Source: an optimization exercise on an open RTL-to-GDS flow (aim: a short achievable clock period and few clock cycles). Production flows keep margins and buffers that such runs may drop.
Function was not checked in any run shown here: the RTL went through the layout flow alone.
Power figures rest on the tool's default switching activity, not on a simulated workload.

`flow/design.v`:
```
package ww_pkg;
	localparam int WORD_W = 16;
	localparam int ADDR_W = 11;
	localparam int OP_W = 5;
	localparam logic [ADDR_W-1:0] MEM_BASE = 11'o3740;
	localparam int MEM_WORDS = 32;
	localparam int FF_WORDS = 5;	 
	localparam int MEM_IDX_W = 5;
	localparam logic [7:0] REG_CONTROL = 8'h00;
	localparam logic [7:0] REG_STATUS = 8'h04;
	localparam logic [7:0] REG_AC = 8'h08;
	localparam logic [7:0] REG_PC = 8'h0C;
	localparam logic [7:0] MEM_WINDOW = 8'h80;
	localparam logic [OP_W-1:0] OP_TS = 5'o10;	 
	localparam logic [OP_W-1:0] OP_TD = 5'o11;	 
	localparam logic [OP_W-1:0] OP_CP = 5'o16;	 
	localparam logic [OP_W-1:0] OP_SP = 5'o17;	 
	localparam logic [OP_W-1:0] OP_CA = 5'o20;
	localparam logic [OP_W-1:0] OP_CS = 5'o21;
	localparam logic [OP_W-1:0] OP_AD = 5'o22;
	localparam logic [OP_W-1:0] OP_SU = 5'o23;
endpackage
`timescale 1ns/1ps
import ww_pkg::*;
module ww_control_panel (
	input logic clk,
	input logic reset,
	input logic psel,
	input logic penable,
	input logic pwrite,
	input logic [7:0] paddr,
	input logic [WORD_W-1:0] pwdata,
	output logic [WORD_W-1:0] prdata,
	output logic pready,
	output logic pslverr,
	input logic running,
	input logic running_nxt,
	input logic alarm_nxt,
	input logic [WORD_W-1:0] ac,
	input logic [ADDR_W-1:0] pc,
	input logic [MEM_WORDS*WORD_W-1:0] mem,
	output logic start,
	output logic [ADDR_W-1:0] start_pc,
	output logic mem_we,
	output logic [MEM_IDX_W-1:0] mem_idx,
	output logic [WORD_W-1:0] mem_wdata
);
	localparam int WAIT_MAX = 60;
	logic setup;
	logic waiting;
	logic is_mem;
	logic is_ctrl;
	logic is_stat;
	logic is_ac;
	logic is_pc;
	logic err;
	logic [MEM_IDX_W-1:0] idx;
	logic slow_rd;
	logic [ADDR_W-1:0] start_sw;	 
	logic [WORD_W-1:0] fast_rd;
	logic [5:0] wcnt;
	logic stat_q;	 
	logic [MEM_IDX_W-1:0] idx_q;
	logic err_q;
	assign setup = psel && !penable;
	assign waiting = psel && penable && !pready;
	assign idx = paddr[MEM_IDX_W+1:2];
	assign is_mem = paddr[7] && (paddr[1:0] == 2'b00);
	assign is_ctrl = paddr == REG_CONTROL;
	assign is_stat = paddr == REG_STATUS;
	assign is_ac = paddr == REG_AC;
	assign is_pc = paddr == REG_PC;
	assign err = !(is_mem || is_ctrl || is_stat || is_ac || is_pc) ||
		(pwrite && (is_stat || is_ac || is_pc)) ||
		(pwrite && running && (is_ctrl || is_mem));
	assign start = setup && pwrite && is_ctrl && !err;
	assign start_pc = pwdata[ADDR_W-1:0];
	assign slow_rd = !pwrite && is_mem && (idx >= MEM_IDX_W'(FF_WORDS));
	always_comb begin
		fast_rd = '0;
		if (is_mem) begin
			for (int i = 0; i < FF_WORDS; i++) begin
				if (idx == MEM_IDX_W'(i)) begin
					fast_rd = mem[i*WORD_W +: WORD_W];
				end
			end
		end else if (is_ctrl) begin
			fast_rd = {{(WORD_W-ADDR_W){1'b0}}, start_sw};
		end else if (is_stat) begin
			fast_rd = {{(WORD_W-2){1'b0}}, alarm_nxt, running_nxt};
		end else if (is_ac) begin
			fast_rd = ac;
		end else if (is_pc) begin
			fast_rd = {{(WORD_W-ADDR_W){1'b0}}, pc};
		end
	end
	always_ff @(posedge clk or negedge reset) begin
		if (!reset) begin
			start_sw <= '0;
			stat_q <= 1'b0;
			wcnt <= '0;
			mem_we <= 1'b0;
		end else begin
			mem_we <= setup && pwrite && is_mem && !err;
			if (start) begin
				start_sw <= start_pc;
			end
			if (setup) begin
				stat_q <= !pwrite && is_stat;
				wcnt <= '0;
			end else if (waiting) begin
				wcnt <= wcnt + 1'b1;
			end
		end
	end
	always_ff @(posedge clk) begin
		if (setup) begin
			err_q <= err;
		end
		pslverr <= setup ? err : err_q;
		if (setup) begin
			pready <= !(slow_rd || (!pwrite && is_stat && running_nxt));
		end else if (waiting) begin
			pready <= !stat_q || !running_nxt || wcnt == 6'(WAIT_MAX);
		end else begin
			pready <= 1'b1;
		end
	end
	always_ff @(posedge clk) begin
		if (setup) begin
			idx_q <= idx;
			mem_idx <= idx;
			mem_wdata <= pwdata;
		end
		if (setup) begin
			prdata <= fast_rd;
		end else if (stat_q) begin
			prdata <= {{(WORD_W-2){1'b0}}, alarm_nxt, running_nxt};
		end else begin
			prdata <= mem[idx_q*WORD_W +: WORD_W];
		end
	end
endmodule
`timescale 1ns/1ps
import ww_pkg::*;
module ww_sequencer (
	input logic clk,
	input logic reset,
	input logic start,	 
	input logic [ADDR_W-1:0] start_pc,
	input logic [MEM_WORDS*WORD_W-1:0] mem,	 
	output logic [FF_WORDS-1:0] st,
	output logic st_td,
	output logic [WORD_W-1:0] st_data,
	output logic [WORD_W-1:0] ac,
	output logic running,
	output logic running_nxt,
	output logic alarm,
	output logic alarm_nxt,
	output logic [ADDR_W-1:0] pc_out
);
	localparam logic [1:0] M_EX = 2'd0;
	localparam logic [1:0] M_R1 = 2'd1;
	localparam logic [1:0] M_R2 = 2'd2;
	localparam logic [1:0] M_R3 = 2'd3;
	logic [1:0] mode;
	logic [WORD_W-1:0] ir;
	logic [7:0] dec;	 
	logic [WORD_W-1:0] opr;	 
	logic [WORD_W-1:0] q1;	 
	logic [7:0] dec1;
	logic [WORD_W-1:0] q2;	 
	logic [7:0] dec2;
	logic [ADDR_W-1:0] pc;	 
	logic ovf_q;	 
	logic fe_q;	 
	logic [WORD_W-1:0] ac_alt;	 
	logic [ADDR_W-1:0] pc_alt;	 
	logic [FF_WORDS-1:0] st_alt;	 
	logic [WORD_W-1:0] old_alt;	 
	logic [ADDR_W-1:0] ia;
	logic ex;
	logic is_ld, is_add, is_ts, is_td, is_cp, is_sp;
	logic stop_op;
	logic jump;
	logic f_e;
	logic f_h;
	logic f_c;
	logic f_d;
	logic [FF_WORDS-1:0] st0;	 
	logic [FF_WORDS-1:0] st1;	 
	logic [WORD_W-1:0] acn;	 
	logic [WORD_W-1:0] y_f;	 
	logic hit2_0;
	logic [WORD_W-1:0] old1;
	logic same12;	 
	logic [WORD_W-1:0] rj1, rj2, rf1, rf2, rs2;
	logic fuse;
	logic slow;
	logic [WORD_W-1:0] y;	 
	logic [WORD_W-1:0] opr_j;
	logic [WORD_W-1:0] opr_1;
	logic [WORD_W-1:0] opr_2;
	logic [WORD_W-1:0] w_opr;
	logic [WORD_W-1:0] w;
	logic [7:0] w_dec;
	logic hit;
	logic [WORD_W-1:0] sum1;
	logic ovf1;
	logic ovf;
	logic stop;
	function automatic logic [WORD_W-1:0] rd(input logic [MEM_WORDS*WORD_W-1:0] m,
		input logic [ADDR_W-1:0] a);
		rd = '0;
		if (a[ADDR_W-1:MEM_IDX_W] == '1) begin
			rd = m[a[MEM_IDX_W-1:0]*WORD_W +: WORD_W];
		end
	endfunction
	function automatic logic [7:0] decode(input logic [OP_W-1:0] o);
		logic ld, add, neg, ts, td, cp, sp;
		ld = o == OP_CA || o == OP_CS;
		add = o == OP_AD || o == OP_SU;
		neg = o == OP_CS || o == OP_SU;
		ts = o == OP_TS;
		td = o == OP_TD;
		cp = o == OP_CP;
		sp = o == OP_SP;
		decode = {!(ld || add || ts || td || cp || sp), sp, cp, td, ts, neg, add, ld};
	endfunction
	function automatic logic in_ff(input logic [ADDR_W-1:0] a);
		in_ff = a[ADDR_W-1:MEM_IDX_W] == '1 && a[MEM_IDX_W-1:0] < MEM_IDX_W'(FF_WORDS);
	endfunction
	function automatic logic same(input logic [WORD_W-1:0] a, input logic [WORD_W-1:0] b);
		same = in_ff(a[ADDR_W-1:0]) && a[ADDR_W-1:0] == b[ADDR_W-1:0];
	endfunction
	assign ia = ir[ADDR_W-1:0];
	assign rj1 = rd(mem, ia + 11'd1);
	assign rj2 = rd(mem, ia + 11'd2);
	assign rf1 = rd(mem, pc + 11'd2);
	assign rf2 = rd(mem, pc + 11'd3);
	assign rs2 = rf1;
	assign ex = running && mode == M_EX && !ovf_q;
	assign is_ld = dec[0];
	assign is_add = dec[1];
	assign is_ts = dec[3];
	assign is_td = dec[4];
	assign is_cp = dec[5];
	assign is_sp = dec[6];
	assign stop_op = dec[7];
	assign jump = ex && (is_sp || (is_cp && ac[WORD_W-1]));
	assign f_e = (is_ld || is_add) && dec1[0];
	assign f_h = (is_ld || is_ts || is_td || is_cp) && dec1[7];
	assign f_c = (is_ts || is_td) && dec1[0];
	assign f_d = (is_ld || is_add) && (dec1[3] || dec1[4]) && !same12;
	assign fuse = ex && !jump && !in_ff(pc) && (f_e || f_h || f_c || f_d);
	assign acn = is_ld ? opr : sum1;
	for (genvar i = 0; i < FF_WORDS; i++) begin : g_st
		assign st0[i] = ex && (is_ts || is_td) && ia == MEM_BASE + ADDR_W'(i);
		assign st1[i] = fuse && f_d && q1[ADDR_W-1:0] == MEM_BASE + ADDR_W'(i);
	end
	assign st = (ovf_q && fe_q) ? st_alt : ((fuse && f_d) ? st1 : st0);
	assign st_td = (fuse && f_d) ? dec1[4] : (is_td && !ovf_q);
	assign st_data = (fuse && f_d) ? acn : (ovf_q ? old_alt : ac);
	assign old1 = rd(mem, q1[ADDR_W-1:0]);
	assign slow = jump ? in_ff(ia) : (fuse ? in_ff(pc + 11'd1) : in_ff(pc));
	assign y = rd(mem, q1[ADDR_W-1:0]) ^ {WORD_W{dec1[2]}};
	assign hit = (st0 != '0) && q1[ADDR_W-1:0] == ia;
	assign opr_j = rd(mem, opr[ADDR_W-1:0]);
	always_comb begin
		opr_1 = rd(mem, q1[ADDR_W-1:0]);
		if (hit) begin
			opr_1[ADDR_W-1:0] = ac[ADDR_W-1:0];
			if (!is_td) begin
				opr_1[WORD_W-1:ADDR_W] = ac[WORD_W-1:ADDR_W];
			end
		end
	end
	assign y_f = opr_1 ^ {WORD_W{dec1[2]}};
	assign hit2_0 = (st0 != '0) && q2[ADDR_W-1:0] == ia;
	always_comb begin
		opr_2 = rd(mem, q2[ADDR_W-1:0]);
		if (hit2_0) begin
			opr_2[ADDR_W-1:0] = ac[ADDR_W-1:0];
			if (!is_td) begin
				opr_2[WORD_W-1:ADDR_W] = ac[WORD_W-1:ADDR_W];
			end
		end
	end
	assign w = jump ? opr : (fuse ? q2 : q1);
	assign w_dec = jump ? decode(opr[WORD_W-1:ADDR_W]) : (fuse ? dec2 : dec1);
	assign w_opr = (jump ? opr_j : (fuse ? opr_2 : opr_1)) ^ {WORD_W{w_dec[2]}};
	ww_arith u_add1 (
		.a(ac),
		.b(opr),
		.sum(sum1),
		.overflow(ovf1)
	);
	assign ovf = ex && is_add && ovf1;
	assign stop = ovf_q || (ex && (stop_op || (fuse && f_h)));
	assign running_nxt = start || (running && !stop);
	assign alarm_nxt = !start && (alarm || ovf_q);
	always_ff @(posedge clk or negedge reset) begin
		if (!reset) begin
			running <= 1'b0;
			alarm <= 1'b0;
			ovf_q <= 1'b0;
			fe_q <= 1'b0;
			mode <= M_R1;
			pc_out <= '0;
			ac <= '0;
		end else begin
			running <= running_nxt;
			alarm <= alarm_nxt;
			ovf_q <= ovf;
			fe_q <= fuse && (f_e || f_d);
			if (start) begin
				mode <= M_R1;
			end else if (running) begin
				case (mode)
					M_R1: mode <= M_R2;
					M_R2: mode <= M_R3;
					M_R3: mode <= M_EX;
					default: begin
						if (slow) begin
							mode <= M_R1;
						end
					end
				endcase
			end
			if (ex) begin
				pc_out <= fuse ? pc + 1'b1 : pc;
				if (fuse && f_e) begin
					ac <= y;
				end else if (fuse && f_c) begin
					ac <= y_f;
				end else if (is_ld) begin
					ac <= opr;
				end else if (is_add) begin
					ac <= sum1;	 
				end
			end else if (ovf_q && fe_q) begin
				ac <= ac_alt;
				pc_out <= pc_alt;
			end
		end
	end
	always_ff @(posedge clk) begin
		ac_alt <= sum1;
		pc_alt <= pc;
		st_alt <= (fuse && f_d) ? st1 : '0;
		old_alt <= old1;
		ir <= w;
		dec <= w_dec;
		opr <= w_opr;
		if (jump) begin
			q1 <= rj1;
			dec1 <= decode(rj1[WORD_W-1:ADDR_W]);
			q2 <= rj2;
			dec2 <= decode(rj2[WORD_W-1:ADDR_W]);
			same12 <= same(rj1, rj2);
		end else if (fuse) begin
			q1 <= rf1;
			dec1 <= decode(rf1[WORD_W-1:ADDR_W]);
			q2 <= rf2;
			dec2 <= decode(rf2[WORD_W-1:ADDR_W]);
			same12 <= same(rf1, rf2);
		end else begin
			q1 <= q2;
			dec1 <= dec2;
			q2 <= rs2;
			dec2 <= decode(rs2[WORD_W-1:ADDR_W]);
			same12 <= same(q2, rs2);
		end
		if (start) begin
			pc <= start_pc - 11'd2;
		end else if (ex && slow) begin
			pc <= jump ? ia - 11'd2 : (fuse ? pc - 11'd1 : pc - 11'd2);
		end else begin
			pc <= jump ? ia + 11'd1 : (fuse ? pc + 11'd2 : pc + 11'd1);
		end
	end
endmodule
`timescale 1ns/1ps
import ww_pkg::*;
module ww_storage (
	input logic clk,
	input logic reset,
	input logic pwe,	 
	input logic [MEM_IDX_W-1:0] pidx,
	input logic [WORD_W-1:0] pdata,
	input logic [FF_WORDS-1:0] st,	 
	input logic st_td,	 
	input logic [WORD_W-1:0] st_data,
	output logic [MEM_WORDS*WORD_W-1:0] q
);
	logic [WORD_W-1:0] mem [MEM_WORDS];
	logic [WORD_W-1:0] nxt [FF_WORDS];
	for (genvar i = 0; i < MEM_WORDS; i++) begin : g_out
		assign q[i*WORD_W +: WORD_W] = mem[i];
		if (i < FF_WORDS) begin : g_ff
			always_comb begin
				nxt[i] = mem[i];
				if (pwe && pidx == MEM_IDX_W'(i)) begin
					nxt[i] = pdata;
				end else if (st[i]) begin
					nxt[i] = st_td ? {mem[i][WORD_W-1:ADDR_W], st_data[ADDR_W-1:0]} : st_data;
				end
			end
		end
	end
	always_ff @(posedge clk or negedge reset) begin
		if (!reset) begin
			for (int i = 0; i < FF_WORDS; i++) begin
				mem[i] <= '0;	 
			end
		end else begin
			for (int i = 0; i < FF_WORDS; i++) begin
				mem[i] <= nxt[i];
			end
		end
	end
	always_ff @(posedge clk) begin
		for (int i = FF_WORDS; i < MEM_WORDS; i++) begin
			if (reset && pwe && (pidx == MEM_IDX_W'(i))) begin
				mem[i] <= pdata;
			end
		end
	end
endmodule
`timescale 1ns/1ps
import ww_pkg::*;
module ww_arith (
	input logic [WORD_W-1:0] a,
	input logic [WORD_W-1:0] b,
	output logic [WORD_W-1:0] sum,
	output logic overflow
);
	logic [WORD_W-1:0] g0;
	logic [WORD_W-1:0] p0;
	logic [WORD_W-1:0] g [0:4];	 
	logic [WORD_W-1:0] p [0:4];
	logic cout;
	logic [WORD_W-1:0] carry;
	assign g0 = a & b;
	assign p0 = a ^ b;
	assign g[0] = g0;
	assign p[0] = p0;
	for (genvar l = 0; l < 4; l++) begin : g_lvl
		for (genvar i = 0; i < WORD_W; i++) begin : g_bit
			if (i >= (1 << l)) begin : g_comb
				assign g[l+1][i] = g[l][i] | (p[l][i] & g[l][i-(1<<l)]);
				assign p[l+1][i] = p[l][i] & p[l][i-(1<<l)];
			end else begin : g_pass
				assign g[l+1][i] = g[l][i];
				assign p[l+1][i] = p[l][i];
			end
		end
	end
	assign cout = g[4][WORD_W-1];
	assign carry[0] = cout;
	for (genvar i = 1; i < WORD_W; i++) begin : g_carry
		assign carry[i] = g[4][i-1] | (p[4][i-1] & cout);
	end
	assign sum = p0 ^ carry;
	assign overflow = (a[WORD_W-1] == b[WORD_W-1]) && (sum[WORD_W-1] != a[WORD_W-1]);
endmodule
`timescale 1ns/1ps
import ww_pkg::*;
module ww_top (
	input logic clk,
	input logic reset,
	input logic psel,
	input logic penable,
	input logic pwrite,
	input logic [7:0] paddr,
	input logic [WORD_W-1:0] pwdata,
	output logic [WORD_W-1:0] prdata,
	output logic pready,
	output logic pslverr
);
	logic start;
	logic [ADDR_W-1:0] start_pc;
	logic running;
	logic running_nxt;
	logic alarm;
	logic alarm_nxt;
	logic [ADDR_W-1:0] pc;
	logic [WORD_W-1:0] ac;
	logic mem_we;
	logic [MEM_IDX_W-1:0] mem_idx;
	logic [WORD_W-1:0] mem_wdata;
	logic [FF_WORDS-1:0] st;
	logic st_td;
	logic [WORD_W-1:0] st_data;
	logic [MEM_WORDS*WORD_W-1:0] mem_q;
	ww_control_panel u_panel (
		.clk(clk),
		.reset(reset),
		.psel(psel),
		.penable(penable),
		.pwrite(pwrite),
		.paddr(paddr),
		.pwdata(pwdata),
		.prdata(prdata),
		.pready(pready),
		.pslverr(pslverr),
		.running(running),
		.running_nxt(running_nxt),
		.alarm_nxt(alarm_nxt),
		.ac(ac),
		.pc(pc),
		.mem(mem_q),
		.start(start),
		.start_pc(start_pc),
		.mem_we(mem_we),
		.mem_idx(mem_idx),
		.mem_wdata(mem_wdata)
	);
	ww_sequencer u_seq (
		.clk(clk),
		.reset(reset),
		.start(start),
		.start_pc(start_pc),
		.mem(mem_q),
		.st(st),
		.st_td(st_td),
		.st_data(st_data),
		.ac(ac),
		.running(running),
		.running_nxt(running_nxt),
		.alarm(alarm),
		.alarm_nxt(alarm_nxt),
		.pc_out(pc)
	);
	ww_storage u_storage (
		.clk(clk),
		.reset(reset),
		.pwe(mem_we),
		.pidx(mem_idx),
		.pdata(mem_wdata),
		.st(st),
		.st_td(st_td),
		.st_data(st_data),
		.q(mem_q)
	);
endmodule
```
`flow/flow/run.sh`:
```
#!/bin/bash
# Standard ORFS layout, with the timing repair aiming for extra setup slack
# (the clock period and the SDC are left as they are).
set -euo pipefail
bash standard.sh SETUP_SLACK_MARGIN=6.3 finish > flow_make.log 2>&1
```
`flow/standard.sh`:
```
#!/bin/bash
# synth_recipe.tcl (not shown) runs the flow's synth.tcl, then flattens the netlist and writes it again
# the make line also repeats each setting of config.mk as NAME=value (left out here)
make -C /OpenROAD-flow-scripts/flow DESIGN_CONFIG=/design/flow/config.mk WORK_HOME=/design/flow/orfs CLKGATE_MAP_FILE= SYNTH_SCRIPT=/design/flow/synth_recipe.tcl "${@:-finish}"
```
`flow/config.mk`:
```
export PLATFORM = sky130hd
export DESIGN_NAME = ww_top
export DESIGN_NICKNAME = ww_top
export VERILOG_FILES = /design/flow/design.v
export SDC_FILE = /design/flow/constraint.sdc
export NUM_CORES = 4
export LEC_CHECK = 0
export ABC_CLOCK_PERIOD_IN_PS = 2500
export CAP_MARGIN = 20
export CORE_MARGIN = 2
export CORE_UTILIZATION = 35
export SLEW_MARGIN = 20
```
`flow/constraint.sdc`:
```
create_clock -name core_clock -period 9.0 [get_ports {clk}]
set_input_delay 1.8000 -clock core_clock [delete_from_list [all_inputs] [get_ports {clk}]]
set_output_delay 1.8000 -clock core_clock [all_outputs]
set_load 0.01 [all_outputs]
```
==> metrics.md, run 1 <==
| Metric | Value |
|---|---|
| Outcome | no timing/DRC/antenna violations |
| Layout Area Growth over Synthesis | 31.1% |
| Post-route clock period utilization | between 40 and 50% |
| Switch Pwr | 0.00277 W |
| Max transition margin | between 10% and 20% |
| Pre-Repair DR Iteration Count | 12 |
| Tightest Hold Check Type | reg -> reg |
| Antenna violations before repair | 17 |
| Combined global-route utilization of all metal layers | 33.0% |
| Sw Share | 29.5% |
| Clock transition at the registers of the reported paths | about 0.07 ns |
| Final max-slew violation count | 0 |
| DR iter-0 viols | 12.2k |
| Critical Path Source | u_seq.ir[1] |
| Area contributors post-synth | mux4_2 (42%), edfxtp_1 (21%), dfrtp_1 (5.1%) |
| Number of flops mapped to enable cells by yosys | 455 |
| Cell Pwr Density | 112 nW/um^2 |
| Fraction of layout instances using a drive strength above 1 | 55.4% |
| Largest fanout on the critical path | 27 |
| Cell area after placement | roughly 67,000 um^2 |
| Syn. warnings | 8 |
| R2R Path Start | u_seq.ir[1] |
| Standard-cell row count | 157 |
| Cell internal power dissipation | between 0.006 and 0.007 W |
| Max-cap violations | 0 |
| Wire length of the first global-routing pass | 434,000 um |
| Worst VDD drop | 0.000137 V |
| Static Leak | 26.9 nW |
| Cell area after layout | approximately 84,000 um^2 |
| Setup repair after global routing missed its margin | true |
| Reg2reg setup slack | ~5.1 ns |
| H-tree depth | 3 |
| Detailed-route DRC error count | 0 |
| Nets@finish | between 5k and 6k |
| Number of top-level pins | 47 |
| Max layer used | met5 |
| Final setup slack of the worst path | 5.11 ns |
| Overall via count from detail_route | between 50k and 60k |
| Area of the core region | ~180,000 um^2 |
| Met3 Routed Length | 60,800 um |
| Mean post-synth cell area | 13.6 um^2 |
| Sink count of the clock tree | 735 |
| CP Capture Type | flop |
| Met1 wire length | 96,400 um |
| Number of buffers created by CTS | 86 |
| Flip-flop and latch count after synthesis | 735 |
| Number of failing setup endpoints in the final timing report | 0 |
| Number of inserted filler cells in the final layout | 15.2k |
| Antenna Nets Post-Route | 0 |
| Syn Inst Count | between 4k and 5k |
| Dpl ws | 3.33 ns |
| Clk_skew | 0.0568 ns |
| Clock network fraction of total power | 41.3% |
| Multi-input combinational cell area | 46,000 um^2 |
| Fraction of registers with async set or reset after synthesis | 18.0% |
| Cell accounting for the most synthesized area | mux4_2 |
| Final hold viol count | 0 |
| Data arrival time of the worst path | 4.56 ns |
| Die Ht | 432 um |
| Sum of negative setup slack | 0 ns |
| Power share of the combinational group | between 10% and 20% |
| CTS Buffer Depth | 3 |
| Terminus of the critical flop-to-flop path | u_seq.same12 |
| Crit path required time | 9.66 ns |
| Cell with the most instances after synthesis | mux4_2 |
| F_max | 257 MHz |
| Clock root buffer | clkbuf_16 |
| Total met2 wirelength after detailed routing | approximately 130,000 um |
| Critical path class | reg -> reg |
| Sequential fraction of design power | 39.9% |
| Actual transition at the worst max-transition pin | 1.25 ns |
| Distinct cells, synth | 113 |
| Via count of the first global-routing pass | 54.3k |
| Largest net degree at the start of global routing | 55 |
| Final GP Congestion | 1.03 |
| Most numerous cell types in the synthesized netlist | mux4_2 (1,195), edfxtp_1 (455), nand2_1 (432) |
| Sequential cell area | 20,100 um^2 |
| Post-detailed-route wirelength per cell | 42.2 um |
| Initial Utilization | 35.1% |
| Area fraction of the dominant cell type after synthesis | between 40% and 50% |
| Worst Setup Start Kind | flop |
| Part of the Yosys area used for sequential elements | 31.1% |
| TritonCTS clock tree | done |
| Count of input and output buffers | 46 |
| Total nets after synthesis | 4,794 |
| Drt via density | ~7.7 |
| Area of the die | between 150,000 and 200,000 um^2 |
| Dominant register cell in the synthesized netlist | edfxtp_1 |
| Critical path destination | u_seq.same12 |
| Post-detailed-routing wire length | 323,000 um |
| GRT overflow | 0 |
| Worst Reg2Reg Path Length in Cells | 11 |
| Die width | 432 um |
| Placed wire-length estimate | between 150,000 and 200,000 um |
| Post-CTS Hold Fix Bufs | 0 |
| Clock latency on the worst-skew pair | 0.76 ns |
| Cell area after synthesis | 64,100 um^2 |
| Shortest clock period the worst path allows after layout | 3.89 ns |
state kept, by name, indices dropped and copies added, names as in the netlist, 16 cells and up:
| register | flops |
|---|---|
| u_seq.old_alt | 16 |
| u_panel.mem_wdata | 16 |
| u_seq.ac | 16 |
| u_storage.mem | 512 |
| u_seq.ac_alt | 16 |
| u_seq.opr | 16 |
| u_panel.prdata | 16 |
power groups by stage:
stage                     combinational, W  clock (W)  sequential, W
final                              0.00176    0.00388        0.00375
after CTS                          0.00155    0.00386        0.00375
after global routing               0.00174    0.00400        0.00375
after global placement             0.00125          0        0.00381
after floorplan                   0.000743          0        0.00377
after detailed placement           0.00126          0        0.00381
layer usage:
metal | global-route usage (%) | vias up
met5 | 1.22 | -
met4 | 26.6 | 27
met3 | 18.2 | 2018
met2 | 45.3 | 6583
met1 | 37.4 | 29300
li1 | - | 20900
cell type report:
type                            instances  share of cell area [%]
Antenna cell                            8                  0.0238
Clock inverter                         52                   0.847
Timing Repair Buffer                  847                    13.9
Inverter                               49                   0.259
Clock buffer                          104                    2.73
Tap cell                             2385                    3.55
Multi-Input combinational cell       3462                    54.8
Sequential cell                       735                    23.9
what timing repair did:
item                                     CTS  global route
endpoints found under the setup margin   737           388
buffers inserted                         392           149
pin swaps                                190           220
cloned                                    79            27
gates resized for setup                 1047           384
placed cells by master (no fill, tap or decap), types with 42 or more instances in the layout:
cell and n:
a21oi_1 87, a31oi_1 63, buf_12 133, buf_16 98, buf_4 374, buf_6 128
clkbuf_16 115, dfrtp_1 113, dfxtp_1 96, edfxtp_1 455, mux2i_1 148, mux2i_4 42
mux4_2 1195, nand2_1 368, nand2_2 51, nand3_1 58, nand4_1 42, nor2_1 170
nor2_4 56, o21ai_0 59, o21ai_1 56, o21ai_2 55, o22ai_1 51, xnor2_1 60
xor2_1 45
metrics by stage:
stage | util [%] | hold WS, ns | power (W) | cells
detailed placement | 36.9 | 0.438 | 0.00507 | 6827
finish | 46.1 | 0.439 | 0.00939 | 7642
global placement | 36.8 | 0.431 | 0.00506 | 6821
CTS | 44.0 | 0.441 | 0.00916 | 7454
global route | 46.0 | 0.458 | 0.00948 | 7634
floorplan | - | 0.326 | 0.00451 | 4727
worst max-delay path, cell delays in order (launching register included):
cell	delay, ns
dfxtp_4	0.47
ha_4	0.21
buf_12	0.11
xor2_4	0.14
buf_4	0.51
mux2i_1	0.19
a32oi_1	0.36
nand4b_1	0.32
xor2_4	0.53
nand4_1	0.16
or4_4	0.52
o221ai_2	0.18
how the worst min path moves through the flow:
stage | from | end | slack [ns] | cells after the start
after floorplan | u_seq.pc[3] | u_seq.pc_alt[3] | 0.33 | 0
after global placement | u_seq.pc_alt[3] | u_seq.pc_out[3] | 0.43 | 2
after detailed placement | u_seq.pc_alt[8] | u_seq.pc_out[8] | 0.44 | 2
after CTS | u_seq.pc_alt[8] | u_seq.pc_out[8] | 0.44 | 2
after global routing | u_seq.pc_alt[5] | u_seq.pc_out[5] | 0.46 | 2
final | u_seq.pc_alt[5] | u_seq.pc_out[5] | 0.44 | 2
kinds of logic after synthesis:
logic type / count (synthesis) / share of synthesized area, %
AO/OA/AOI/OAI: 790 / 8.21
adder cells (fa/ha/maj): 38 / 0.754
AND/OR/NAND/NOR: 1046 / 7.60
XOR/XNOR: 132 / 1.88
multiplexers: 1449 / 46.2
flip-flops: 735 / 31.1
buffers and inverters: 537 / 4.23
==> inputs of run 2 (changes only) <==
--- a/flow/design.v
+++ b/flow/design.v
@@ -166,2 +166,3 @@
 	logic [1:0] mode;
+	logic exm;	 
 	logic [WORD_W-1:0] ir;
@@ -241,3 +242,3 @@
 	assign rs2 = rf1;
-	assign ex = running && mode == M_EX && !ovf_q;
+	assign ex = exm && !ovf_q;
 	assign is_ld = dec[0];
@@ -308,2 +309,3 @@
 			mode <= M_R1;
+			exm <= 1'b0;
 			pc_out <= '0;
@@ -315,4 +317,6 @@
 			fe_q <= fuse && (f_e || f_d);
+			exm <= running_nxt && !start && running &&
+				(mode == M_R3 || (mode == M_EX && !slow));
 			if (start) begin
-				mode <= M_R1;
+				mode <= M_R2;
 			end else if (running) begin
@@ -374,3 +378,5 @@
 		if (start) begin
-			pc <= start_pc - 11'd2;
+			q2 <= rd(mem, start_pc);
+			dec2 <= decode(rd(mem, start_pc) >> ADDR_W);
+			pc <= start_pc - 11'd1;
 		end else if (ex && slow) begin
==> run 2 against run 1 <==
Still clean on timing, DRC and antenna. Clock skew fell by 0.0099 ns. Wire length increased by 14%. Non-clock buffer count stayed put. Final area grew 4.9%. Clock-buffer cell count decreased by 4. Combinational power rose by 68%. Synthesized area is 5.9% higher. Setup slack gained 0.22 ns. Synthesized cell count rose by 9.1%.
==> metrics.md, run 2 <==
| Metric | Value |
|---|---|
| Outcome | no timing/DRC/antenna violations |
| Critical path's slowest cell | mux4_2 |
| Max-cap violations | 0 |
| Cell repeated most along the worst path | mux4_2 |
| Wire length of the first global-routing pass | 485,000 um |
| Family with the most delay on the worst path | multiplexers |
| Number of cells on the critical path | 14 |
| Number of top-level pins | 47 |
| Sink count of the clock tree | 736 |
| Complex-gate fraction of the synthesized area | 8.11% |
| WP buf/inv | 4 |
| Terminus of the critical flop-to-flop path | u_seq.dec2[7] |
| Via count of the first global-routing pass | slightly below 60k |
| Die width | 444 um |
| Final max-slew violation count | 0 |
| Overall via count from detail_route | ~65k |
| Static Leak | 28.1 nW |
| Cell with the most instances after synthesis | mux4_2 |
| Combined global-route utilization of all metal layers | 35.0% |
| Final GP Congestion | 1.02 |
| GRT overflow | 0 |
| Antenna violations before repair | 22 |
| Most numerous cell types in the synthesized netlist | mux4_2 (1,336), nand2_1 (519), edfxtp_1 (455) |
| Crit path required time | 9.67 ns |
| Placed wire-length estimate | 196,000 um |
| Top library cells by usage in the layout, fill and taps aside | mux4_2 (1,336), edfxtp_1 (455), nand2_1 (433) |
| Actual transition at the worst max-transition pin | around 1.3 ns |
| Clock latency on the worst-skew pair | 0.81 ns |
| Flip-flop count of the largest register, all copies and words added | just over 500 |
| R2R Path Start | u_seq.pc[0] |
| Max transition margin | 11.4% |
| Sum of negative setup slack | 0 ns |
| Mean post-synth cell area | ~13 um^2 |
| Number of buffers created by CTS | 85 |
| Initial Utilization | 35.3% |
| Post-route clock period utilization | 40.8% |
| Simple-gate share of the synthesized area | under 10% |
| Total nets after synthesis | 5,227 |
| Largest net degree at the start of global routing | 106 |
| Post-CTS Hold Fix Bufs | 0 |
| CTS Buffer Depth | 3 |
| Most common cell after layout, fill and taps aside | mux4_2 |
| Area contributors post-synth | mux4_2 (44%), edfxtp_1 (20%), dfrtp_1 (4.9%) |
| Post-detailed-routing wire length | around 370,000 um |
| Hold Crit Depth | 2 |
| Worst Reg2Reg Path Length in Cells | 14 |
| Setup repair after global routing missed its margin | true |
| Critical path class | reg -> reg |
| Fraction of layout instances using a drive strength above 1 | around 56% |
| Post-detailed-route wirelength per cell | 45.3 um |
| Worst Setup Start Kind | flop |
| Register containing the most flip-flops in the final layout | u_storage.mem |
| Tightest Hold Check Type | reg -> reg |
| Pre-Repair DR Iteration Count | 14 |
| Syn Inst Count | 5,159 |
| Worst VDD drop | about 0.00018 V |
| Reg2reg setup slack | 5.33 ns |
| Clock transition at the registers of the reported paths | 0.07 ns |
| Standard-cell row count | 161 |
| Fraction of registers with async set or reset after synthesis | 18.1% |
| Layout Area Growth over Synthesis | 29.9% |
| Antenna Nets Post-Route | 0 |
| TritonCTS clock tree | done |
| Syn. warnings | 8 |
| Critical Path Source | u_seq.pc[0] |
| Data arrival time of the worst path | 4.34 ns |
| Highest cell delay on the worst timing path | 0.58 ns |
| CP Capture Type | flop |
| Largest family of logic cells by synthesized area | multiplexers |
| Cell Pwr Density | 120 nW/um^2 |
| Largest fanout on the critical path | 8 |
| Area of the die | approximately 200,000 um^2 |
| Distinct cells, synth | slightly below 100 |
| Part of the Yosys area used for sequential elements | 29.4% |
| Area fraction of the dominant cell type after synthesis | 44.3% |
| Flip-flop and latch count after synthesis | 736 |
| Final hold viol count | 0 |
| Nets@finish | 5,561 |
| Worst-path cell chain | buf_4, buf_8, inv_8, ha_4, buf_16, mux4_2, mux4_2, nand2_2, a21oi_4, nor2b_4, nor3b_4, a21oi_2, nand4_1, nand3_1 |
| Final setup slack of the worst path | 5.33 ns |
| Cell area after synthesis | 67,900 um^2 |
| Critical path destination | u_seq.dec2[7] |
| Area of the core region | 193,000 um^2 |
| Clock root buffer | clkbuf_16 |
| Shortest clock period the worst path allows after layout | 3.67 ns |
| Drt via density | 7.96 |
| Die Ht | 444 um |
| H-tree depth | 3 |
| Number of flops mapped to enable cells by yosys | 455 |
| Cell accounting for the most synthesized area | mux4_2 |
| Count of input and output buffers | 46 |
| Clk_skew | 0.0470 ns |
| Multiplexer share of the synthesized area | 47.6% |
| DR iter-0 viols | 13.6k |
| Dominant register cell in the synthesized netlist | edfxtp_1 |
| Number of failing setup endpoints in the final timing report | 0 |
| Dpl ws | 3.39 ns |
| Synth Area in XOR/XNOR | about 2.1% |
| F_max | 272 MHz |
| Detailed-route DRC error count | 0 |
| Post-Synth Adder-Cell Area | 0.730% |
==> run 2: worst min-delay path by stage <==
stage | slack (ns) | to | startpoint
2_1_floorplan | 0.33 | u_seq.pc_alt[3] | u_seq.pc[3]
3_3_place_gp | 0.43 | u_seq.pc_out[6] | u_seq.pc_alt[6]
3_5_place_dp | 0.44 | u_seq.pc_out[7] | u_seq.pc_alt[7]
4_1_cts | 0.45 | u_seq.pc_out[6] | u_seq.pc_alt[6]
5_1_grt | 0.46 | u_seq.pc_out[8] | u_seq.pc_alt[8]
6_report | 0.44 | u_seq.pc_out[6] | u_seq.pc_alt[6]
==> run 2: cell type report <==
class | instances | area, um^2
Clock inverter | 59 | 658
Multi-Input combinational cell | 3780 | 49600
Inverter | 39 | 214
Antenna cell | 18 | 45.0
Clock buffer | 100 | 2310
Timing Repair Buffer | 847 | 12000
Sequential cell | 736 | 20100
Fill cell | 16400 | 104000
Timing Repair inverter | 4 | 57.6
Tap cell | 2526 | 3160
==> run 2: repair_timing <==
action                                  in CTS  in global routing
endpoints found under the setup margin     784                355
resized for setup                         1042                406
gates cloned                               107                 26
buffers inserted                           361                159
pin swaps                                  204                170
==> run 2: worst min-delay path, cell delays in order, from the launching register on <==
cell,delay (ns)
dfxtp_1,0.30
nand2_1,0.05
a31oi_1,0.07
==> run 2: power breakdown <==
| part | total (W) | switching, W | internal, W | leakage (nW) |
|---|---|---|---|---|
| Sequential | 0.00379 | 0.000132 | 0.00366 | 7.12 |
| Combinational | 0.00295 | 0.00177 | 0.00118 | 19.6 |
| Clock | 0.00382 | 0.00172 | 0.00210 | 1.43 |
| Total | 0.0106 | 0.00362 | 0.00695 | 28.1 |
==> run 2: kinds of logic (layout without fill, tap and decap cells) <==
group	after synthesis	in the layout
AO/OA/AOI/OAI	838	838
XOR/XNOR	159	160
adder cells (fa/ha/maj)	39	39
buffers and inverters	651	1049
flip-flops	736	736
multiplexers	1556	1556
other	0	18
AND/OR/NAND/NOR	1180	1187
==> run 2: per-stage QoR <==
stage	hold slack (ns)	total power (W)	std cells	utilization, %	instance area (um^2)
detailed placement	0.442	0.00577	7271	36.9	71100
finish	0.442	0.0106	8109	45.8	88200
floorplan	0.326	0.00494	5159	-	69600
global route	0.464	0.0106	8095	45.8	88200
global placement	0.433	0.00576	7266	36.9	71000
CTS	0.448	0.0102	7898	43.8	84400
==> run 2: routing by layer <==
layer  vias to the layer above  GRT usage (%)  wire [um]  part of all wire [%]
met5                         -           2.86       1040                  0.28
met4                        30           28.9      42600                    12
met3                      2541           20.7      73100                    20
met2                      7768           47.4     143000                    39
met1                     31900           39.2     108000                    29
li1                      22300              -          -                     -
==> inputs of run 3 (changes only) <==
--- a/flow/design.v
+++ b/flow/design.v
@@ -197,3 +197,7 @@
 	logic same12;	 
-	logic [WORD_W-1:0] rj1, rj2, rf1, rf2, rs2;
+	localparam int XW = 3 + 8 + WORD_W;	 
+	logic [MEM_WORDS*XW-1:0] xt;	 
+	logic [XW-1:0] rj1, rj2, rf1, rf2, rs2, rst;
+	logic [2:0] dp1;	 
+	logic [2:0] dp2;
 	logic fuse;
@@ -233,11 +237,23 @@
 	endfunction
-	function automatic logic same(input logic [WORD_W-1:0] a, input logic [WORD_W-1:0] b);
-		same = in_ff(a[ADDR_W-1:0]) && a[ADDR_W-1:0] == b[ADDR_W-1:0];
+	function automatic logic [XW-1:0] rdx(input logic [MEM_WORDS*XW-1:0] m,
+		input logic [ADDR_W-1:0] a);
+		rdx = {3'd0, 8'h80, {WORD_W{1'b0}}};
+		if (a[ADDR_W-1:MEM_IDX_W] == '1) begin
+			rdx = m[a[MEM_IDX_W-1:0]*XW +: XW];
+		end
 	endfunction
+	for (genvar i = 0; i < MEM_WORDS; i++) begin : g_xt
+		logic [WORD_W-1:0] mw;
+		assign mw = mem[i*WORD_W +: WORD_W];
+		assign xt[i*XW +: XW] = {in_ff(mw[ADDR_W-1:0]) ? mw[2:0] + 3'd1 : 3'd0,
+			decode(mw[WORD_W-1:ADDR_W]), mw};
+	end
 	assign ia = ir[ADDR_W-1:0];
-	assign rj1 = rd(mem, ia + 11'd1);
-	assign rj2 = rd(mem, ia + 11'd2);
-	assign rf1 = rd(mem, pc + 11'd2);
-	assign rf2 = rd(mem, pc + 11'd3);
+	assign rj1 = rdx(xt, ia + 11'd1);
+	assign rj2 = rdx(xt, ia + 11'd2);
+	assign rf1 = rdx(xt, pc + 11'd2);
+	assign rf2 = rdx(xt, pc + 11'd3);
 	assign rs2 = rf1;
+	assign rst = rdx(xt, start_pc);
+	assign same12 = dp1 != 3'd0 && dp1 == dp2;
 	assign ex = exm && !ovf_q;
@@ -359,13 +375,7 @@
 		if (jump) begin
-			q1 <= rj1;
-			dec1 <= decode(rj1[WORD_W-1:ADDR_W]);
-			q2 <= rj2;
-			dec2 <= decode(rj2[WORD_W-1:ADDR_W]);
-			same12 <= same(rj1, rj2);
+			{dp1, dec1, q1} <= rj1;
+			{dp2, dec2, q2} <= rj2;
 		end else if (fuse) begin
-			q1 <= rf1;
-			dec1 <= decode(rf1[WORD_W-1:ADDR_W]);
-			q2 <= rf2;
-			dec2 <= decode(rf2[WORD_W-1:ADDR_W]);
-			same12 <= same(rf1, rf2);
+			{dp1, dec1, q1} <= rf1;
+			{dp2, dec2, q2} <= rf2;
 		end else begin
@@ -373,9 +383,7 @@
 			dec1 <= dec2;
-			q2 <= rs2;
-			dec2 <= decode(rs2[WORD_W-1:ADDR_W]);
-			same12 <= same(q2, rs2);
+			dp1 <= dp2;
+			{dp2, dec2, q2} <= rs2;
 		end
 		if (start) begin
-			q2 <= rd(mem, start_pc);
-			dec2 <= decode(rd(mem, start_pc) >> ADDR_W);
+			{dp2, dec2, q2} <= rst;
 			pc <= start_pc - 11'd1;
==> run 3 against run 2 <==
Maximum frequency up 5.0%. Clock-buffer cell count is 11 higher. Critical path depth decreased by 6. Synthesized area is 18% higher. Final area increased by 20%. Largest power group is now combinational logic. Die area is 18% higher. Still clean on timing, DRC and antenna. Sequential power grew 2%. Sequential cell count is 5 higher.
==> metrics.md, run 3 <==
| Metric | Value |
|---|---|
| Number of failing setup endpoints in the final timing report | 0 |
| Mean post-synth cell area | 12.3 um^2 |
| Final core occ | 46.5% |
| Area of the core region | approximately 230,000 um^2 |
| WP buf/inv | 0 |
| Setup repair after global routing missed its margin | true |
| Cell with the most instances after synthesis | mux4_2 |
| Count of input and output buffers | 46 |
| Met3 Routed Length | 93,600 um |
| H-tree depth | 3 |
| Flip-flop count of the largest register, all copies and words added | 512 |
| Fraction of registers with async set or reset after synthesis | 17.9% |
| Placed wire-length estimate | 283,000 um |
| Largest net degree at the start of global routing | 60 |
| Nets@finish | 7,110 |
| CTS Buffer Depth | 3 |
| Family with the most delay on the worst path | simple AND/OR/NAND/NOR gates |
| Worst-path cell chain | and4_1, nand4_1, mux4_2, or3_1, o21ai_0, a311oi_1, nor4_1, a221o_1 |
| Overall via count from detail_route | 81.5k |
| GRT overflow | 0 |
| Area fraction of the dominant cell type after synthesis | 45.4% |
| CP Capture Type | flop |
| Total nets after synthesis | 6,645 |
| Syn. warnings | 8 |
| Flip-flop and latch count after synthesis | around 740 |
| Number of inserted filler cells in the final layout | 19.5k |
| Cell Pwr Density | about 160 nW/um^2 |
| Area contributors post-synth | mux4_2 (45%), edfxtp_1 (17%), dfrtp_1 (4.1%) |
| Critical path class | reg -> reg |
| Final GP Congestion | 1.05 |
| DR iter-0 viols | 17.7k |
| Cell area after layout | 106,000 um^2 |
| Number of buffers created by CTS | 90 |
| Max transition margin | 26.2% |
| Cell area after synthesis | 80,300 um^2 |
| Number of top-level pins | 47 |
| Crit path required time | 9.68 ns |
| Detailed-route DRC error count | 0 |
| Combined global-route utilization of all metal layers | 39.6% |
| Met1 wire length | between 100,000 and 150,000 um |
| Number of flops mapped to enable cells by yosys | 455 |
| Dominant register cell in the synthesized netlist | edfxtp_1 |
| Distinct cells, synth | 95 |
| Worst Setup Start Kind | flop |
| Wire length of the first global-routing pass | 645,000 um |
| Clock transition at the registers of the reported paths | roughly 0.070 ns |
| Outcome | no timing/DRC/antenna violations |
| Cell area after placement | 84,500 um^2 |
| Largest fanout on the critical path | 12 |
| Post-detailed-route wirelength per cell | between 40 and 50 um |
| Cell accounting for the most synthesized area | mux4_2 |
| Tightest Hold Check Type | reg -> reg |
| Final hold viol count | 0 |
| Data arrival time of the worst path | 4.17 ns |
| Syn Inst Count | 6,545 |
| Initial Utilization | 35.3% |
| Final max-slew violation count | 0 |
| F_max | 286 MHz |
| Clock latency on the worst-skew pair | 0.79 ns |
| Post-route clock period utilization | 38.8% |
| Clk_skew | 0.0598 ns |
| Max-cap violations | 0 |
| Antenna violations before repair | 35 |
| Part of the Yosys area used for sequential elements | 25.0% |
| Final setup slack of the worst path | 5.51 ns |
| Via count of the first global-routing pass | 75.5k |
| TritonCTS clock tree | done |
| Drt via density | 8.05 |
| Fraction of layout instances using a drive strength above 1 | approximately 55% |
| Most common cell after layout, fill and taps aside | mux4_2 |
| Post-detailed-routing wire length | 483,000 um |
| Area of the die | around 230,000 um^2 |
| Register containing the most flip-flops in the final layout | u_storage.mem |
| Static Leak | ~35 nW |
| Sum of negative setup slack | 0 ns |
| Standard-cell row count | 175 |
| Layout Area Growth over Synthesis | 31.7% |
| Worst VDD drop | 0.000292 V |
| Antenna Nets Post-Route | 0 |
| Critical path's slowest cell | dfrtp_1 |
| Reg2reg setup slack | between 5 and 6 ns |
| Die Ht | 483 um |
| Die width | 483 um |
| Shortest clock period the worst path allows after layout | 3.49 ns |
| Highest cell delay on the worst timing path | 0.72 ns |
| Pre-Repair DR Iteration Count | 13 |
| Most numerous cell types in the synthesized netlist | mux4_2 (1,619), nand2_1 (643), clkbuf_1 (574) |
| Max layer used | met5 |
| Post-CTS Hold Fix Bufs | 0 |
| Top library cells by usage in the layout, fill and taps aside | mux4_2 (1,619), buf_4 (626), nand2_1 (529) |
| Clock root buffer | clkbuf_16 |
| Sink count of the clock tree | 741 |
| Dpl ws | ~3.5 ns |
| Actual transition at the worst max-transition pin | 1.11 ns |
| Total met2 wirelength after detailed routing | 186,000 um |
-- run 3: cell types whose count changed in the layout (fill, tap and decap cells not counted), sizes merged, moves of 49 or more --
cell,change
buf,+333
mux2,+49
mux4,+283
nand2,+121
nor2,+106
nor3,+84
o21ai,+65
-- run 3: final cells by class --
type	count	area [um^2]	share of cell area, %
multi-input combinational	4917	62500	59.1
sequential	741	20200	19.1
timing repair buffer	1182	15700	14.8
clock inverter	58	617	0.583
tap	3009	3760	3.56
clock buffer	111	2430	2.30
antenna	20	50.0	0.0473
inverter	65	364	0.344
timing repair inverter	13	206	0.195
-- run 3: path summary, 6_finish.rpt --
| path | start | to | depth (start not counted) |
|---|---|---|---|
| min in group asynchronous | reset | u_storage.mem[4][8] | 1 |
| hold / removal | u_seq.pc_alt[7] | u_seq.pc_out[7] | 2 |
| setup reg to reg | u_storage.mem[3][8] | u_seq.dp2[1] | 8 |
| setup / recovery | u_storage.mem[3][8] | u_seq.dp2[1] | 8 |
| max in group asynchronous | reset | u_storage.mem[4][12] | 3 |
| hold reg to reg | u_seq.pc_alt[7] | u_seq.pc_out[7] | 2 |
-- run 3: report_power, final --
group	switching, W	total, W	internal [W]
combinational	0.00516	0.00890	0.00374
clock	0.00181	0.00394	0.00213
sequential	0.000160	0.00387	0.00371
total	0.00713	0.0167	0.00958
-- run 3: kinds of logic after synthesis --
group | Yosys count | share of synthesized area, %
multiplexers | 1890 | 48.9
AND/OR/NAND/NOR | 1831 | 11.0
AO/OA/AOI/OAI | 957 | 7.97
buffers and inverters | 893 | 4.33
flip-flops | 741 | 25.0
XOR/XNOR | 162 | 1.77
adder cells (fa/ha/maj) | 71 | 1.11
-- run 3: stage by stage --
stage,cells,power (W),hold slack [ns]
final,10100,0.0167,0.455
after floorplan,6545,0.00740,0.326
after CTS,9886,0.0152,0.453
after detailed placement,8987,0.00933,0.444
after global routing,10100,0.0166,0.469
after global placement,8984,0.00930,0.434
-- run 3: repair_timing --
action | in CTS | in global routing
pin swaps | 280 | 217
cloned | 132 | 19
gates resized for setup | 1384 | 371
setup buffers | 598 | 190
setup endpoints to repair | 779 | 469
-- run 3: worst register-to-register path, cell delays in order (launching register included) --
cell	delay, ns
dfrtp_1	0.72
and4_1	0.52
nand4_1	0.44
mux4_2	0.58
or3_1	0.41
o21ai_0	0.11
a311oi_1	0.08
nor4_1	0.39
a221o_1	0.17
-- run 3: per-layer routing --
layer,global-route usage [%],vias to the layer above
met5,5.59,-
met4,33.1,64
met3,24.2,3123
met2,53.6,9724
met1,43.2,40400
li1,-,28100
==> inputs of run 4 (changes only) <==
--- a/flow/config.mk
+++ b/flow/config.mk
@@ -10,3 +10,3 @@
 export CORE_MARGIN = 2
-export CORE_UTILIZATION = 35
+export CORE_UTILIZATION = 45
 export SLEW_MARGIN = 20
==> run 4 against run 3 <==
Still clean. Sequential share of layout area rose by 0.098 points. Worst hold slack got worse by 0.0094 ns. Setup slack improved by 0.059 ns. Clock power rose by 4%. Via count rose by 2.4%. Final cell count fell by 5.7%. Clock-buffer cell count rose by 10. Register-to-register slack improved by 0.07 ns. Maximum frequency rose by 1.7%. Combinational power rose by 0.7%.
==> metrics.md, run 4 <==
| Metric | Value |
|---|---|
| Outcome | no timing/DRC/antenna violations |
| Post-route clock period utilization | 38.2% |
| Flip-flop count of the largest register, all copies and words added | 512 |
| Actual transition at the worst max-transition pin | 0.975 ns |
| Tightest Hold Check Type | reg -> reg |
| Drt via density | around 8.7 |
| Pre-Repair DR Iteration Count | 11 |
| Post-Synth Adder-Cell Area | around 1.1% |
| Number of buffers created by CTS | 93 |
| CTS Buffer Depth | 3 |
| Data arrival time of the worst path | 4.08 ns |
| Cell Pwr Density | 161 nW/um^2 |
| Clock transition at the registers of the reported paths | 0.07 ns |
| Register containing the most flip-flops in the final layout | u_storage.mem |
| Largest family of logic cells by synthesized area | multiplexers |
| Cell area after synthesis | 80,300 um^2 |
| Syn. warnings | 8 |
| Most common cell after layout, fill and taps aside | mux4_2 |
| Worst Reg2Reg Path Length in Cells | 7 |
| H-tree depth | 3 |
| Part of the Yosys area used for sequential elements | 25.0% |
| Multiplexer share of the synthesized area | 48.9% |
| WHS | 0.446 ns |
| Worst-path cell chain | buf_4, buf_8, nand2_1, o311ai_0, o21ai_0, mux4_2, a221o_1 |
| Sink count of the clock tree | 741 |
| Count of input and output buffers | 46 |
| Static Leak | 34.8 nW |
| Post-CTS Hold Fix Bufs | 0 |
| Number of failing setup endpoints in the final timing report | 0 |
| Mean post-synth cell area | 12.3 um^2 |
| Top library cells by usage in the layout, fill and taps aside | mux4_2 (1,619), buf_4 (696), nand2_1 (555) |
| Critical path class | in -> reg |
| Worst Setup Start Kind | input port |
| Overall via count from detail_route | 83.4k |
| Complex-gate fraction of the synthesized area | around 8.0% |
| Dominant register cell in the synthesized netlist | edfxtp_1 |
| Most numerous cell types in the synthesized netlist | mux4_2 (1,619), nand2_1 (643), clkbuf_1 (574) |
| Standard-cell row count | between 150 and 200 |
| Flip-flop and latch count after synthesis | 741 |
| Layout Area Growth over Synthesis | 31.0% |
| Reg2reg setup slack | 5.58 ns |
| TritonCTS clock tree | done |
| F_max | about 290 MHz |
| Max-cap violations | 0 |
| Final hold viol count | 0 |
| Terminus of the critical flop-to-flop path | u_seq.dp2[1] |
| Worst VDD drop | around 0.00031 V |
| Shortest clock period the worst path allows after layout | 3.44 ns |
| Initial Utilization | 45.2% |
| Antenna Nets Post-Route | 0 |
| Synth Area in XOR/XNOR | about 1.8% |
| GRT overflow | 0 |
| Die Ht | 427 um |
| Final max-slew violation count | 0 |
| Critical Path Source | pwdata[2] |
| Via count of the first global-routing pass | 75.4k |
| Antenna violations before repair | 33 |
| DR iter-0 viols | approximately 19k |
| Area fraction of the dominant cell type after synthesis | 45.4% |
| Wire length of the first global-routing pass | 663,000 um |
| Clk_skew | roughly 0.11 ns |
| Crit path required time | slightly below 10 ns |
| Largest net degree at the start of global routing | 65 |
| Syn Inst Count | 6,545 |
| Placed wire-length estimate | 292,000 um |
| Nets@finish | 7,173 |
| Critical path's slowest cell | mux4_2 |
| Total nets after synthesis | roughly 6.6k |
| CP Capture Type | flop |
| Cell with the most instances after synthesis | mux4_2 |
| Fraction of registers with async set or reset after synthesis | between 10% and 20% |
| Critical path destination | u_seq.dp2[1] |
| Area contributors post-synth | mux4_2 (45%), edfxtp_1 (17%), dfrtp_1 (4.1%) |
| Clock latency on the worst-skew pair | 0.83 ns |
| Number of flops mapped to enable cells by yosys | 455 |
| Final GP Congestion | 1.05 |
| Detailed-route DRC error count | 0 |
| Distinct cells, synth | 95 |
| Combined global-route utilization of all metal layers | 53.8% |
| Setup repair after global routing missed its margin | true |
| Highest cell delay on the worst timing path | 0.55 ns |
| R2R Path Start | u_storage.mem[20][3] |
| Sum of negative setup slack | 0 ns |
| Area of the die | ~180,000 um^2 |
| Simple-gate share of the synthesized area | between 10% and 20% |
| Area of the core region | 178,000 um^2 |
| Cell accounting for the most synthesized area | mux4_2 |
| Clock root buffer | clkbuf_16 |
| Largest fanout on the critical path | 24 |
| Number of top-level pins | 47 |
| Max transition margin | 34.6% |
| Die width | 427 um |
| Post-detailed-route wirelength per cell | about 53 um |
| Fraction of layout instances using a drive strength above 1 | 55.1% |
| Post-detailed-routing wire length | 503,000 um |
run 4: cell counts after synthesis:
Identical to the previous run, type by type.
run 4: kinds of logic after synthesis:
kind of cell	count (synthesis)
AO/OA/AOI/OAI	957
adder cells (fa/ha/maj)	71
buffers and inverters	893
XOR/XNOR	162
multiplexers	1890
flip-flops	741
AND/OR/NAND/NOR	1831
run 4: worst min path at each step:
stage                    startpoint         endpoint  slack [ns]  cells past startpoint
floorplan               u_seq.pc[3]  u_seq.pc_alt[3]        0.33                      0
global placement    u_seq.pc_alt[4]  u_seq.pc_out[4]        0.44                      2
detailed placement      u_seq.pc[9]  u_seq.pc_alt[9]        0.44                      0
CTS                     u_seq.pc[8]  u_seq.pc_alt[8]        0.44                      0
global route            u_seq.pc[8]  u_seq.pc_alt[8]        0.44                      0
finish                  u_seq.pc[8]  u_seq.pc_alt[8]        0.45                      0
run 4: metal layers:
layer / vias to the layer above / part of all wire (%) / global-route usage, %
li1: 28300 / - / -
met1: 41500 / 31 / 62.9
met2: 10500 / 37 / 69.0
met3: 3024 / 20 / 34.5
met4: 78 / 11 / 39.1
met5: - / 0.81 / 14.2
run 4: final cells by class:
cell class	instances	area, um^2
clock buffer	121	2680
tap	2355	2950
inverter	65	364
fill	13500	72600
timing repair inverter	13	191
sequential	741	20200
multi-input combinational	4918	62300
timing repair buffer	1241	15900
antenna	37	92.6
clock inverter	53	567
run 4: worst max-delay path, delay by kind of cell:
family / cells / cell delay, ns
AO/OA/AOI/OAI: 3 / 0.82
buffers and inverters: 2 / 0.74
multiplexers: 1 / 0.55
AND/OR/NAND/NOR: 1 / 0.10
run 4: timing repair:
item,CTS,global route
resized for setup,1317,349
pin swaps,284,208
setup endpoints to repair,789,409
cloned,136,18
buffers inserted,694,154
run 4: stage by stage:
| stage | utilization, % | area [um^2] | total power [W] | setup slack [ns] | cells |
|---|---|---|---|---|---|
| 4_1_cts | 57.4 | 102000 | 0.0157 | 5.78 | 9335 |
| 5_1_grt | 59.2 | 105000 | 0.0167 | 5.61 | 9523 |
| 2_1_floorplan | - | 82500 | 0.00740 | 5.29 | 6545 |
| 3_3_place_gp | 47.1 | 83700 | 0.00938 | 3.68 | 8330 |
| 6_report | 59.2 | 105000 | 0.0169 | 5.56 | 9544 |
| 3_5_place_dp | 47.1 | 83800 | 0.00940 | 3.55 | 8331 |
run 4: power by group:
group	switching [W]	total, W	internal, W	leakage [nW]
logic	0.00521	0.00896	0.00375	26.1
registers	0.000157	0.00387	0.00371	7.10
clock network	0.00185	0.00409	0.00223	1.57
total	0.00722	0.0169	0.00969	34.8

-- separate check: timing with driven ports --
The results above use ideal ports. As a check the final layouts listed here were re-extracted and re-timed, cells and wires unchanged. Step 1: set_driving_cell puts a clkbuf_16 on clk and a buf_2 on each other input, an assumption about the parent block. Step 2 times the ports against the registers' clock, not the clock port: input delays grow and output delays shrink by t, the midpoint of the rising clock arrivals with the driver on. Slacks: no drivers / after step 1 / after step 2; pairs: no drivers / after step 1.
run | t, ns | slack for setup (ns) | latest minus earliest clock arrival (ns) | worst slew at a driven data input, ns | pins driven straight from the clock port
run 1 | 0.821 | 5.106 / 5.106 / 4.818 | 0.059 / 0.058 | 0.27 | 1
run 2 | 0.881 | 5.330 / 5.078 / 4.198 | 0.048 / 0.047 | 0.78 | 1
run 3 | 0.853 | 5.505 / 5.160 / 4.307 | 0.064 / 0.064 | 0.78 | 1
run 4 | 0.880 | 5.564 / 5.361 / 4.481 | 0.112 / 0.112 | 0.55 | 1
After both steps every run listed still meets setup and hold. For run 3, which loses most, drivers alone change the setup slack by -0.345 ns; drivers and shift together by -1.198 ns.
